Background: an optimization exercise with open tools, aiming at small area, a short achievable clock period and few clock cycles. Do not read the settings as production practice. Only simulation tests tie the RTL to the original design; equivalence was not proved. Power figures rest on the tool's default switching activity, not on a simulated workload.

<file path="flow/run.sh">
#!/bin/bash
# synth_recipe.tcl (not shown) runs the flow's synth.tcl, then flattens the netlist and writes it again
# the make line also repeats each setting of config.mk as NAME=value (left out here)
make -C /OpenROAD-flow-scripts/flow DESIGN_CONFIG=/design/flow/config.mk WORK_HOME=/design/flow/orfs CLKGATE_MAP_FILE= SYNTH_SCRIPT=/design/flow/synth_recipe.tcl finish
</file>
<file path="flow/config.mk">
export PLATFORM = sky130hd
export DESIGN_NAME = huffman_top
export DESIGN_NICKNAME = huffman_top
export VERILOG_FILES = /design/flow/design.v
export SDC_FILE = /design/flow/constraint.sdc
export NUM_CORES = 4
export LEC_CHECK = 0
export CAP_MARGIN = 20
export CORE_MARGIN = 2
export CORE_UTILIZATION = 40
export SLEW_MARGIN = 20
</file>
<file path="flow/constraint.sdc">
create_clock -name core_clock -period 8.0 [get_ports {clk}]
set_input_delay 1.6000 -clock core_clock [delete_from_list [all_inputs] [get_ports {clk}]]
set_output_delay 1.6000 -clock core_clock [all_outputs]
set_load 0.01 [all_outputs]
</file>
<file path="flow/design.v">
package huff_types_pkg;
	typedef logic [8-1:0] pixel_t;
	typedef logic [8-1:0] count_t;
	typedef logic [6-1:0] sym_mask_t;
	typedef logic [8-1:0] code_t;
	typedef logic [8-1:0] len_mask_t;
endpackage
package huff_ctrl_pkg;
	typedef enum logic [1:0] {SORT_IDLE, SORT_PASS, SORT_DONE} sort_state_t;
	typedef enum logic [1:0] {MRG_IDLE, MRG_POP, MRG_INSERT, MRG_DONE} merge_state_t;
	typedef enum logic [1:0] {BLD_IDLE, BLD_WALK, BLD_DONE} build_state_t;
	typedef logic [$clog2(5)-1:0] round_t;
	typedef logic [$clog2(6+1)-1:0] step_t;
endpackage
`timescale 1ns/1ns
module huff_histogram (
	input  logic                   clk,
	input  logic                   reset,
	input  logic                   gray_valid,
	input  huff_types_pkg::pixel_t gray_data,
	output logic                   cnt_valid,
	output logic [6-1:0][8-1:0] counts
);
	logic seen;
	logic closed;
	always_ff @(posedge clk) begin
		if (reset) begin
			seen      <= 1'b0;
			closed    <= 1'b0;
			cnt_valid <= 1'b0;
			for (int i = 0; i < 6; i++) begin
				counts[i] <= '0;
			end
		end else begin
			cnt_valid <= 1'b0;
			if (!closed) begin
				if (gray_valid) begin
					seen <= 1'b1;
					for (int i = 0; i < 6; i++) begin
						if (gray_data == huff_types_pkg::pixel_t'(i + 1)) begin
							counts[i] <= counts[i] + 1'b1;
						end
					end
				end else if (seen) begin
					closed    <= 1'b1;
					cnt_valid <= 1'b1;
				end
			end
		end
	end
endmodule
`timescale 1ns/1ns
module huff_sorter (
	input  logic                      clk,
	input  logic                      reset,
	input  logic                      cnt_valid,
	input  logic [6-1:0][8-1:0] counts,
	output logic                      sort_done,
	output logic [6-1:0][8-1:0] sorted_cnt,
	output logic [6-1:0][6-1:0] sorted_mask
);
	huff_ctrl_pkg::sort_state_t state;
	huff_ctrl_pkg::step_t       pass;
	function automatic logic outranks(
		input huff_types_pkg::count_t cnt_a,
		input huff_types_pkg::count_t cnt_b
	);
		outranks = cnt_a > cnt_b;
	endfunction
	always_ff @(posedge clk) begin
		if (reset) begin
			state     <= huff_ctrl_pkg::SORT_IDLE;
			pass      <= '0;
			sort_done <= 1'b0;
		end else begin
			sort_done <= 1'b0;
			case (state)
				huff_ctrl_pkg::SORT_IDLE: begin
					if (cnt_valid) begin
						state <= huff_ctrl_pkg::SORT_PASS;
						pass  <= '0;
					end
				end
				huff_ctrl_pkg::SORT_PASS: begin
					if (pass == huff_ctrl_pkg::step_t'(6 - 1)) begin
						state     <= huff_ctrl_pkg::SORT_DONE;
						sort_done <= 1'b1;
					end else begin
						pass <= pass + 1'b1;
					end
				end
				default: begin
					state <= huff_ctrl_pkg::SORT_DONE;
				end
			endcase
		end
	end
	always_ff @(posedge clk) begin
		if (state == huff_ctrl_pkg::SORT_IDLE && cnt_valid) begin
			for (int i = 0; i < 6; i++) begin
				sorted_cnt[i]  <= counts[i];
				sorted_mask[i] <= huff_types_pkg::sym_mask_t'(1) << i;
			end
		end else if (state == huff_ctrl_pkg::SORT_PASS) begin
			for (int i = 0; i < 6 - 1; i++) begin
				if ((i % 2) == pass[0] && outranks(sorted_cnt[i+1], sorted_cnt[i])) begin
					sorted_cnt[i]    <= sorted_cnt[i+1];
					sorted_mask[i]   <= sorted_mask[i+1];
					sorted_cnt[i+1]  <= sorted_cnt[i];
					sorted_mask[i+1] <= sorted_mask[i];
				end
			end
		end
	end
endmodule
`timescale 1ns/1ns
module huff_merger (
	input  logic                      clk,
	input  logic                      reset,
	input  logic                      sort_done,
	input  logic [6-1:0][8-1:0] sorted_cnt,
	input  logic [6-1:0][6-1:0] sorted_mask,
	output logic                      merge_done,
	output logic [5-1:0][6-1:0] hi_mask,
	output logic [5-1:0][6-1:0] lo_mask
);
	huff_ctrl_pkg::merge_state_t state;
	huff_ctrl_pkg::round_t       round;
	huff_ctrl_pkg::step_t        len;
	huff_ctrl_pkg::step_t        pos;
	logic [6-1:0][8-1:0] list_cnt;
	logic [6-1:0][6-1:0] list_mask;
	logic move_up;
	huff_types_pkg::count_t    cur_cnt;
	huff_types_pkg::count_t    up_cnt;
	huff_types_pkg::count_t    tail_hi_cnt;
	huff_types_pkg::count_t    tail_lo_cnt;
	huff_types_pkg::sym_mask_t tail_hi_mask;
	huff_types_pkg::sym_mask_t tail_lo_mask;
	always_comb begin
		cur_cnt      = '0;
		up_cnt       = '0;
		tail_hi_cnt  = '0;
		tail_lo_cnt  = '0;
		tail_hi_mask = '0;
		tail_lo_mask = '0;
		for (int k = 0; k < 6; k++) begin
			if (pos == huff_ctrl_pkg::step_t'(k)) begin
				cur_cnt = list_cnt[k];
			end
			if (pos == huff_ctrl_pkg::step_t'(k + 1)) begin
				up_cnt = list_cnt[k];
			end
			if (len == huff_ctrl_pkg::step_t'(k + 2)) begin
				tail_hi_cnt  = list_cnt[k];
				tail_hi_mask = list_mask[k];
			end
			if (len == huff_ctrl_pkg::step_t'(k + 1)) begin
				tail_lo_cnt  = list_cnt[k];
				tail_lo_mask = list_mask[k];
			end
		end
	end
	assign move_up = (pos != '0) && (cur_cnt > up_cnt);
	always_ff @(posedge clk) begin
		if (reset) begin
			state      <= huff_ctrl_pkg::MRG_IDLE;
			round      <= '0;
			len        <= '0;
			pos        <= '0;
			merge_done <= 1'b0;
		end else begin
			merge_done <= 1'b0;
			case (state)
				huff_ctrl_pkg::MRG_IDLE: begin
					if (sort_done) begin
						state <= huff_ctrl_pkg::MRG_POP;
						round <= '0;
						len   <= huff_ctrl_pkg::step_t'(6);
					end
				end
				huff_ctrl_pkg::MRG_POP: begin
					state <= huff_ctrl_pkg::MRG_INSERT;
					len   <= len - 1'b1;
					pos   <= len - 2'd2;
				end
				huff_ctrl_pkg::MRG_INSERT: begin
					if (move_up) begin
						pos <= pos - 1'b1;
					end else if (round == huff_ctrl_pkg::round_t'(5 - 1)) begin
						state      <= huff_ctrl_pkg::MRG_DONE;
						merge_done <= 1'b1;
					end else begin
						state <= huff_ctrl_pkg::MRG_POP;
						round <= round + 1'b1;
					end
				end
				default: begin
					state <= huff_ctrl_pkg::MRG_DONE;
				end
			endcase
		end
	end
	always_ff @(posedge clk) begin
		case (state)
			huff_ctrl_pkg::MRG_IDLE: begin
				if (sort_done) begin
					list_cnt  <= sorted_cnt;
					list_mask <= sorted_mask;
				end
			end
			huff_ctrl_pkg::MRG_POP: begin
				for (int r = 0; r < 5; r++) begin
					if (round == huff_ctrl_pkg::round_t'(r)) begin
						hi_mask[r] <= tail_hi_mask;
						lo_mask[r] <= tail_lo_mask;
					end
				end
				for (int k = 0; k < 6; k++) begin
					if (len == huff_ctrl_pkg::step_t'(k + 2)) begin
						list_cnt[k]  <= tail_hi_cnt + tail_lo_cnt;
						list_mask[k] <= tail_hi_mask | tail_lo_mask;
					end
				end
			end
			huff_ctrl_pkg::MRG_INSERT: begin
				if (move_up) begin
					for (int k = 0; k < 6 - 1; k++) begin
						if (pos == huff_ctrl_pkg::step_t'(k + 1)) begin
							list_cnt[k + 1]  <= list_cnt[k];
							list_mask[k + 1] <= list_mask[k];
							list_cnt[k]      <= list_cnt[k + 1];
							list_mask[k]     <= list_mask[k + 1];
						end
					end
				end
			end
			default: begin
			end
		endcase
	end
endmodule
`timescale 1ns/1ns
module huff_code_builder (
	input  logic                      clk,
	input  logic                      reset,
	input  logic                      merge_done,
	input  logic [5-1:0][6-1:0] hi_mask,
	input  logic [5-1:0][6-1:0] lo_mask,
	output logic                      code_valid,
	output logic [6-1:0][8-1:0] codes,
	output logic [6-1:0][8-1:0] lens
);
	huff_ctrl_pkg::build_state_t state;
	huff_ctrl_pkg::round_t       round;
	huff_types_pkg::sym_mask_t cur_hi;
	huff_types_pkg::sym_mask_t cur_lo;
	always_comb begin
		cur_hi = '0;
		cur_lo = '0;
		for (int r = 0; r < 5; r++) begin
			if (round == huff_ctrl_pkg::round_t'(r)) begin
				cur_hi = hi_mask[r];
				cur_lo = lo_mask[r];
			end
		end
	end
	assign code_valid = (state == huff_ctrl_pkg::BLD_DONE);
	always_ff @(posedge clk) begin
		if (reset) begin
			state <= huff_ctrl_pkg::BLD_IDLE;
			round <= '0;
			for (int s = 0; s < 6; s++) begin
				codes[s] <= '0;
				lens[s]  <= '0;
			end
		end else begin
			case (state)
				huff_ctrl_pkg::BLD_IDLE: begin
					if (merge_done) begin
						state <= huff_ctrl_pkg::BLD_WALK;
						round <= huff_ctrl_pkg::round_t'(5 - 1);
					end
				end
				huff_ctrl_pkg::BLD_WALK: begin
					for (int s = 0; s < 6; s++) begin
						if (cur_hi[s]) begin
							codes[s] <= {codes[s][8-2:0], 1'b0};
							lens[s]  <= {lens[s][8-2:0], 1'b1};
						end else if (cur_lo[s]) begin
							codes[s] <= {codes[s][8-2:0], 1'b1};
							lens[s]  <= {lens[s][8-2:0], 1'b1};
						end
					end
					if (round == '0) begin
						state <= huff_ctrl_pkg::BLD_DONE;
					end else begin
						round <= round - 1'b1;
					end
				end
				default: begin
					state <= huff_ctrl_pkg::BLD_DONE;
				end
			endcase
		end
	end
endmodule
`timescale 1ns/1ns
module huffman_top (
	input  logic                      clk,
	input  logic                      reset,
	input  logic                      gray_valid,
	input  huff_types_pkg::pixel_t    gray_data,
	output logic                      cnt_valid,
	output huff_types_pkg::count_t    cnt1,
	output huff_types_pkg::count_t    cnt2,
	output huff_types_pkg::count_t    cnt3,
	output huff_types_pkg::count_t    cnt4,
	output huff_types_pkg::count_t    cnt5,
	output huff_types_pkg::count_t    cnt6,
	output logic                      code_valid,
	output huff_types_pkg::code_t     hc1,
	output huff_types_pkg::code_t     hc2,
	output huff_types_pkg::code_t     hc3,
	output huff_types_pkg::code_t     hc4,
	output huff_types_pkg::code_t     hc5,
	output huff_types_pkg::code_t     hc6,
	output huff_types_pkg::len_mask_t m1,
	output huff_types_pkg::len_mask_t m2,
	output huff_types_pkg::len_mask_t m3,
	output huff_types_pkg::len_mask_t m4,
	output huff_types_pkg::len_mask_t m5,
	output huff_types_pkg::len_mask_t m6
);
	logic [6-1:0][8-1:0] counts;
	logic                      sort_done;
	logic [6-1:0][8-1:0] sorted_cnt;
	logic [6-1:0][6-1:0] sorted_mask;
	logic                      merge_done;
	logic [5-1:0][6-1:0] hi_mask;
	logic [5-1:0][6-1:0] lo_mask;
	logic [6-1:0][8-1:0] codes;
	logic [6-1:0][8-1:0] lens;
	huff_histogram u_histogram (
		.clk        (clk),
		.reset      (reset),
		.gray_valid (gray_valid),
		.gray_data  (gray_data),
		.cnt_valid  (cnt_valid),
		.counts     (counts)
	);
	huff_sorter u_sorter (
		.clk         (clk),
		.reset       (reset),
		.cnt_valid   (cnt_valid),
		.counts      (counts),
		.sort_done   (sort_done),
		.sorted_cnt  (sorted_cnt),
		.sorted_mask (sorted_mask)
	);
	huff_merger u_merger (
		.clk         (clk),
		.reset       (reset),
		.sort_done   (sort_done),
		.sorted_cnt  (sorted_cnt),
		.sorted_mask (sorted_mask),
		.merge_done  (merge_done),
		.hi_mask     (hi_mask),
		.lo_mask     (lo_mask)
	);
	huff_code_builder u_code_builder (
		.clk        (clk),
		.reset      (reset),
		.merge_done (merge_done),
		.hi_mask    (hi_mask),
		.lo_mask    (lo_mask),
		.code_valid (code_valid),
		.codes      (codes),
		.lens       (lens)
	);
	assign cnt1 = counts[0];
	assign cnt2 = counts[1];
	assign cnt3 = counts[2];
	assign cnt4 = counts[3];
	assign cnt5 = counts[4];
	assign cnt6 = counts[5];
	assign hc1 = codes[0];
	assign hc2 = codes[1];
	assign hc3 = codes[2];
	assign hc4 = codes[3];
	assign hc5 = codes[4];
	assign hc6 = codes[5];
	assign m1 = lens[0];
	assign m2 = lens[1];
	assign m3 = lens[2];
	assign m4 = lens[3];
	assign m5 = lens[4];
	assign m6 = lens[5];
endmodule
</file>
==> summary.txt <==
sequential cells by signal, indices dropped and copies added (netlist names), 2 cells and up:
signal                flops
u_merger.len              3
u_code_builder.lens      48
u_merger.list_cnt        48
u_code_builder.round      3
u_code_builder.state      2
u_merger.hi_mask         30
u_histogram.counts       48
u_sorter.state            2
u_code_builder.codes     48
u_merger.state            2
u_sorter.sorted_mask     36
u_merger.round            3
u_sorter.pass             3
u_sorter.sorted_cnt      48
u_merger.list_mask       36
u_merger.pos              3
u_merger.lo_mask         30
worst max-delay path: cells and delay by family (launching register included):
family,cells,cell delay (ps)
compound gates,5,560
buf+inv,1,170
flops,1,410
simple gates,7,2720
fa+ha+maj,2,1230
metrics by stage:
stage	instance area, µm²	std cells	util	total power, mW
4_1_cts	24750	3058	0.4719	8.058
6_report	24810	3058	0.4730	8.062
3_5_place_dp	23300	2977	0.4442	5.995
5_1_grt	24810	3058	0.4730	8.509
3_3_place_gp	23280	2977	0.4439	5.926
2_1_floorplan	21190	2262	-	5.037
layer usage:
metal	share of wire	up-vias	global-route usage	routed length [µm]
met5	0	-	0	0
met4	0.032	0	0.07595	1967
met3	0.069	124	0.03672	4284
met2	0.45	656	0.3599	27920
met1	0.45	8318	0.3042	27760
li1	-	8343	-	-
cell usage in the layout (no fill, tap or decap), types with 24 or more instances in the layout:
| cell | netlist | final |
|---|---|---|
| xor2_1 | 28 | 28 |
| nand3_1 | 26 | 26 |
| a22oi_1 | 39 | 39 |
| mux2i_1 | 138 | 138 |
| inv_1 | 116 | 116 |
| nand2_1 | 193 | 192 |
| nor2_1 | 286 | 286 |
| nor2b_1 | 32 | 31 |
| dfxtp_1 | 206 | 205 |
| ha_1 | 88 | 85 |
| clkbuf_16 | 0 | 46 |
| edfxtp_1 | 192 | 192 |
| o21ai_0 | 116 | 116 |
| a221oi_1 | 39 | 35 |
| nor3_1 | 24 | 24 |
| clkdlybuf4s50_1 | 0 | 155 |
| buf_4 | 2 | 28 |
| a21oi_1 | 231 | 230 |
| o221ai_1 | 36 | 34 |
how the worst min path moves through the flow:
stage                         endpoint  slack, ps  depth (start not counted)
3_3_place_gp     u_histogram.cnt_valid        430                          1
5_1_grt          u_histogram.cnt_valid        480                          1
3_5_place_dp   u_sorter.sorted_mask[2]        450                          2
2_1_floorplan    u_histogram.cnt_valid        410                          1
4_1_cts          u_histogram.cnt_valid        460                          1
6_report         u_histogram.cnt_valid        460                          1
logic make-up (layout without fill, tap and decap cells):
kind of cell	Yosys count	after routing	synth area share
buffers and inverters	273	381	0.04960
muxes	155	155	0.07422
AOI/OAI and AO/OA	630	630	0.1944
DFF	398	398	0.4667
adders and majority gates	89	89	0.05291
and+or+nand+nor	676	676	0.1452
xor gates and xnor gates	41	41	0.01695
Yosys cell counts, types with 21 or more instances:
master | number | share of area
a21oi_1 | 231 | 0.055
a221oi_1 | 39 | 0.016
a22o_1 | 22 | 0.0091
a22oi_1 | 39 | 0.014
clkbuf_1 | 128 | 0.023
dfxtp_1 | 206 | 0.19
edfxtp_1 | 192 | 0.27
ha_1 | 88 | 0.052
inv_1 | 116 | 0.021
mux2i_1 | 138 | 0.065
nand2_1 | 193 | 0.034
nand3_1 | 26 | 0.0061
nand3b_1 | 23 | 0.0081
nor2_1 | 286 | 0.051
nor2b_1 | 32 | 0.0094
nor3_1 | 24 | 0.0057
o211ai_1 | 21 | 0.0074
o21ai_0 | 116 | 0.027
o221ai_1 | 36 | 0.015
xor2_1 | 28 | 0.012
area by class of cell:
cell class | instances | area (µm²)
timing repair buffer | 184 | 1773
fill | 4931 | 27640
sequential | 398 | 9891
multi-input combinational | 1591 | 10400
clock buffer | 51 | 1170
tap | 688 | 860.8
clock inverter | 30 | 282.8
inverter | 116 | 435.4
power groups by stage:
stage / Combinational (mW) / Sequential, mW / Clock, mW
after global placement: 2.66 / 3.26 / 0
after CTS: 2.75 / 3.22 / 2.08
after floorplan: 2.05 / 2.99 / 0
after global routing: 3.07 / 3.27 / 2.16
after detailed placement: 2.73 / 3.26 / 0
final: 2.77 / 3.26 / 2.04
==> flow_summary.toml <==
[power_and_ir_drop]
p_leak_nw = 9.116
sequentialPowerShare = 0.404
switching_share = 0.3859
power.internal_mw = 4.951
power.density_nw_per_um2 = 325.0
p_switching_mw = 3.111
power_frac_clock = 0.253
combPwrFrac = 0.344
ir_worst_vdd_mv = 0.2028

[cts]
clk_latency_ps = 590
clockRootBuffer = "clkbuf_16"
post_cts_buffers = 0
clock_path_buffers = 3
h-tree-depth = 2
cts_tree = "yes"
postCtsHoldBufs = 0
cts_buffers = 45
cts_resized = 0
cts.sinks = 398
clk_pin_slew_ps = 60

[routing]
first_pass_iters = 5
ant_nets = 0
wl_per_cell_um = 20.25
vias = 17440
wl_um = 61930
vias_per_cell = 5.703
drc = 0
drtIter0Drc = 1268

[floorplan]
rows = 84
fp.dieW_um = 234.2
start_util = 0.4040
die_h_um = 234.2
core-area_um2 = 52450
die_area_um2 = 54830
io_pins = 157

[grt]
grt_max_degree = 112
antenna_found_initial = 0
globalRoute.totalOverflow = 0
grt_pass1_wl_um = 96540
grt_pass1_vias = 16810
track_usage = 0.2233

[sta]
worstMarginPinSlew_ps = 1117
slew_violations = 0
tns_ps = 0
relSlewSlack = 0.2522
setup_ws_ps = 2492
report.final.hold_viol_count = 0
fin_crit_sh = 0.6885
fin_skew_ps = 43.47
holdWs_ps = 462.5
fin_crit_ps = 5508
setup_viol = 0
fmax_ghz = 0.1815
grt_setup_unrepaired = "false"

[placement]
dpl.hpwl_um = 43380
gp_congestion = 0.9039
io_buffers = 156
dp_slack_ps = 2524

[logic_synthesis]
async_flop_share = 0
netlist_instances = 2262
netlist_area_um2 = 21190
synthesis.nets = 2362
synth_edf_count = 192
avgSynthCellArea_um2 = 9.367
synth_top_flop_cell = "dfxtp_1"
ys_seq_elements = 398
ys_warn_count = 4
ys_types = 69
seq_area_frac_synth = 0.4667

[layout]
nets = 2436
diodes = 0
syn_to_final_growth_pct = 17.08
drive_gt1_frac = 0.06456

[worst_setup_path]
critPathKind = "flip-flop to flip-flop"
reg2reg_from = "u_merger.pos[0]"
worstPathRequired_ps = 8200
r2r_end = "u_merger.list_cnt[4]"
cp_max_fo = 30
crit_start = "u_merger.pos[0]"
crit_chain = "ha_1, nor2b_1, a22oi_1, nor2_1, a21oi_1, nor2_1, a21oi_1, ha_1, nand4_1, a2bb2oi_1, o311ai_1, buf_4, and2_1, or3b_2, nor3b_2"
crit_slowest_cell = "nor3b_2"
slowest_delay_ps = 950
crit_end = "u_merger.list_cnt[4]"
crit_path_end_kind = "flip-flop"
start_kind = "flip-flop"
crit_arrival_ps = 5700
r2r_slack_ps = 2490
rr_worst_depth = 15

[worst_hold_path]
worstHoldStart = "u_histogram.closed"
hold_class = "flip-flop to flip-flop"

[run_status]
outcome = "finished clean"

[flow_run]
cap_violations = 0
Testbench counts, summed over its fixed seeds: cycles 19,832.

-- what the ideal ports hide --
No port has a modelled driver above. Below, the same layout with a new extraction and two added sets of constraints.
Step 1 (the two cells are an assumption about what drives the block):
set clk [get_ports {clk}]
set_driving_cell -lib_cell sky130_fd_sc_hd__clkbuf_16 $clk
set_driving_cell -lib_cell sky130_fd_sc_hd__buf_2 [delete_from_list [all_inputs] $clk]
Step 2 moves the port delays by t, midway between the first and last clock arrival at a register: inputs arrive t later, outputs are due t later. That takes back most of the time a late clock gives input paths.
Three values: no drivers, after step 1, after step 2; two values: the first two.
shift t [ns]: 0.624
setup WS [ns]: 2.492 / 2.492 / 2.492
worst setup path at the end: register to register
slew at the worst register clock pin (ns): 0.06 / 0.06
pins driven straight from the clock port: 1
After both steps this run still meets setup and hold. For this run, drivers alone change the setup slack by 0.000 ns; drivers and shift together by 0.000 ns.
